Background: an optimization exercise with open tools, aiming at small area, a short achievable clock period and few clock cycles. Do not read the settings as production practice.
In this exercise RTL edits were held to simulation tests only and were not proved equivalent to the original.
No activity file was given, so power comes from the tool's default toggle rates.

== main ==
## positional_sequential_list
module positional_sequential_list (
  input  logic        clk_i,
  input  logic        rst_ni,
  input  logic        req_valid_i,
  output logic        req_ready_o,
  input  logic [1:0]  req_kind_i,
  input  logic [6:0]  req_position_i,
  input  logic [31:0] req_key_i,
  input  logic [63:0] req_payload_i,
  output logic        rsp_valid_o,
  input  logic        rsp_ready_i,
  output logic [1:0]  rsp_status_o,
  output logic [6:0]  rsp_found_position_o,
  output logic [31:0] rsp_record_key_o,
  output logic [63:0] rsp_record_payload_o,
  output logic [6:0]  rsp_count_o
);
==> flow/config.mk <==
export PLATFORM = sky130hd
export DESIGN_NAME = positional_sequential_list
export DESIGN_NICKNAME = positional_sequential_list
export VERILOG_FILES = /design/flow/design.v
export SDC_FILE = /design/flow/constraint.sdc
export NUM_CORES = 8
export LEC_CHECK = 0
export CAP_MARGIN = 20
export CORE_MARGIN = 2
export CORE_UTILIZATION = 55
export CTS_CLUSTER_DIAMETER = 100
export CTS_CLUSTER_SIZE = 20
export SLEW_MARGIN = 20
export SYNTH_HIERARCHICAL = 1
export SYNTH_MEMORY_MAX_BITS = 8192
==> flow/constraint.sdc <==
create_clock -name core_clock -period 10.0 [get_ports {clk_i}]
set_input_delay 2.0000 -clock core_clock [delete_from_list [all_inputs] [get_ports {clk_i}]]
set_output_delay 2.0000 -clock core_clock [all_outputs]
set_load 0.01 [all_outputs]
standard.sh (not shown) runs the stock make flow with config.mk's settings and CLKGATE_MAP_FILE= SYNTH_SCRIPT=/design/flow/synth_recipe.tcl, a recipe that flattens the netlist after the stock synthesis.
==> flow/flow/run.sh <==
#!/bin/bash
# Layout flow: the standard flow (standard.sh, which runs ORFS) unchanged, except
#  - before global placement (after the pins are placed) the register driving each
#    output port is put next to that port's pin and held there for global placement
#    only (place_outregs.tcl, unfix.tcl); everything else is placed by ORFS as usual.
# Each ORFS step writes its full log under orfs/logs/; make's own output goes to
# make_finish.log in this folder.
set -euo pipefail
here=$(pwd)
bash standard.sh SETUP_SLACK_MARGIN=6.2 \
  PRE_GLOBAL_PLACE_TCL="$here/flow/place_outregs.tcl" \
  POST_GLOBAL_PLACE_TCL="$here/flow/unfix.tcl" \
  finish > make_finish.log 2>&1
Other scripts of this flow, unchanged in this note and not shown: flow/flow/place_outregs.tcl, flow/flow/unfix.tcl
Testbench counts of main, summed over its fixed seeds: cycles 12,032.
Input-level comparison between the feature branch and main:
-- flow/flow/run.sh --
<<< main, line 8
set -euo pipefail
here=$(pwd)
bash standard.sh SETUP_SLACK_MARGIN=6.2 \
  PRE_GLOBAL_PLACE_TCL="$here/flow/place_outregs.tcl" \
  POST_GLOBAL_PLACE_TCL="$here/flow/unfix.tcl" \
>>> the feature branch, line 8
set -euo pipefail
here=$(pwd)
bash standard.sh SETUP_SLACK_MARGIN=6.5 \
  PRE_GLOBAL_PLACE_TCL="$here/flow/place_outregs.tcl" \
  POST_GLOBAL_PLACE_TCL="$here/flow/unfix.tcl" \
## What came out
- [compare] base=main new=the feature branch: biggest fanout along the worst timing path dropped 54, number of inverters outside the clock class in the layout went up by about 2.8%.
- The combinational power of the feature branch is higher than that of main.
- The run showing the greater design area is the feature branch.
- Sort the feature branch and main by final wirelength asc -> top: main
- Compared with main, clock-buffer cell count in the feature branch decreased slightly.
- When the feature branch is set beside main, its power density of the placed cells turns out to be about 0.6% larger.
- Compared with main, in the feature branch clock sink count held, post-route clock period utilization went down 2.6 points.

========
Starting RTL as in the previous note.
clock: 10.0 ns
lec_check: 0
cap_margin: 20
core_margin: 2
core_utilization: 50
cts_cluster_diameter: 100
cts_cluster_size: 20
slew_margin: 20
synth_hierarchical: 1
synth_memory_max_bits: 8192
==> flow/flow/run.sh <==
#!/bin/bash
# Layout flow: the standard flow (standard.sh, which runs ORFS) unchanged, except
#  - before global placement (after the pins are placed) the register driving each
#    output port is put next to that port's pin and held there for global placement
#    only (place_outregs.tcl, unfix.tcl); everything else is placed by ORFS as usual.
# Each ORFS step writes its full log under orfs/logs/; make's own output goes to
# make_finish.log in this folder.
set -euo pipefail
here=$(pwd)
bash standard.sh SETUP_SLACK_MARGIN=6.5 \
  PRE_GLOBAL_PLACE_TCL="$here/flow/place_outregs.tcl" \
  POST_GLOBAL_PLACE_TCL="$here/flow/unfix.tcl" \
  finish > make_finish.log 2>&1
Other scripts of this flow, unchanged in this note and not shown: flow/flow/place_outregs.tcl, flow/flow/unfix.tcl
Testbench counts at the start, summed over its fixed seeds: cycles 12,032.
Change:
CORE_UTILIZATION = 60   (was 50)
Result: Power drops by 0.34%; register-to-register slack loses 0.13 ns; first-iteration DRC count climbs by 5.7%; final cell count drops by 4.4%.

[static timing again, ports no longer ideal]
In the flow no input, the clock included, has a driving cell. The finished layouts below were timed again as built, in two steps.
Step 1 assumes that a clkbuf_16 drives the clock port and a buf_2 every other input.
Step 2 times the ports against the registers' clock, not the clock port: input delays grow and output delays shrink by t, the midpoint of the rising clock arrivals with the driver on.
Slacks: ideal / step 1 / step 2; pairs: ideal / step 1.
run | shift t [ns] | setup slack, ns | cell pins on the clock port's net
main | 1.191 | 5.954 / 5.954 / 5.048 | 1
the feature branch | 1.216 | 6.217 / 6.063 / 5.304 | 1
the first run of note 2 | 1.227 | 6.130 / 5.987 / 5.306 | 1
the second run of note 2 | 1.220 | 6.134 / 5.977 / 5.281 | 1
After both steps setup and hold are still met in every run listed. For the feature branch, which loses most, drivers alone change the setup slack by -0.154 ns; drivers and shift together by -0.913 ns.
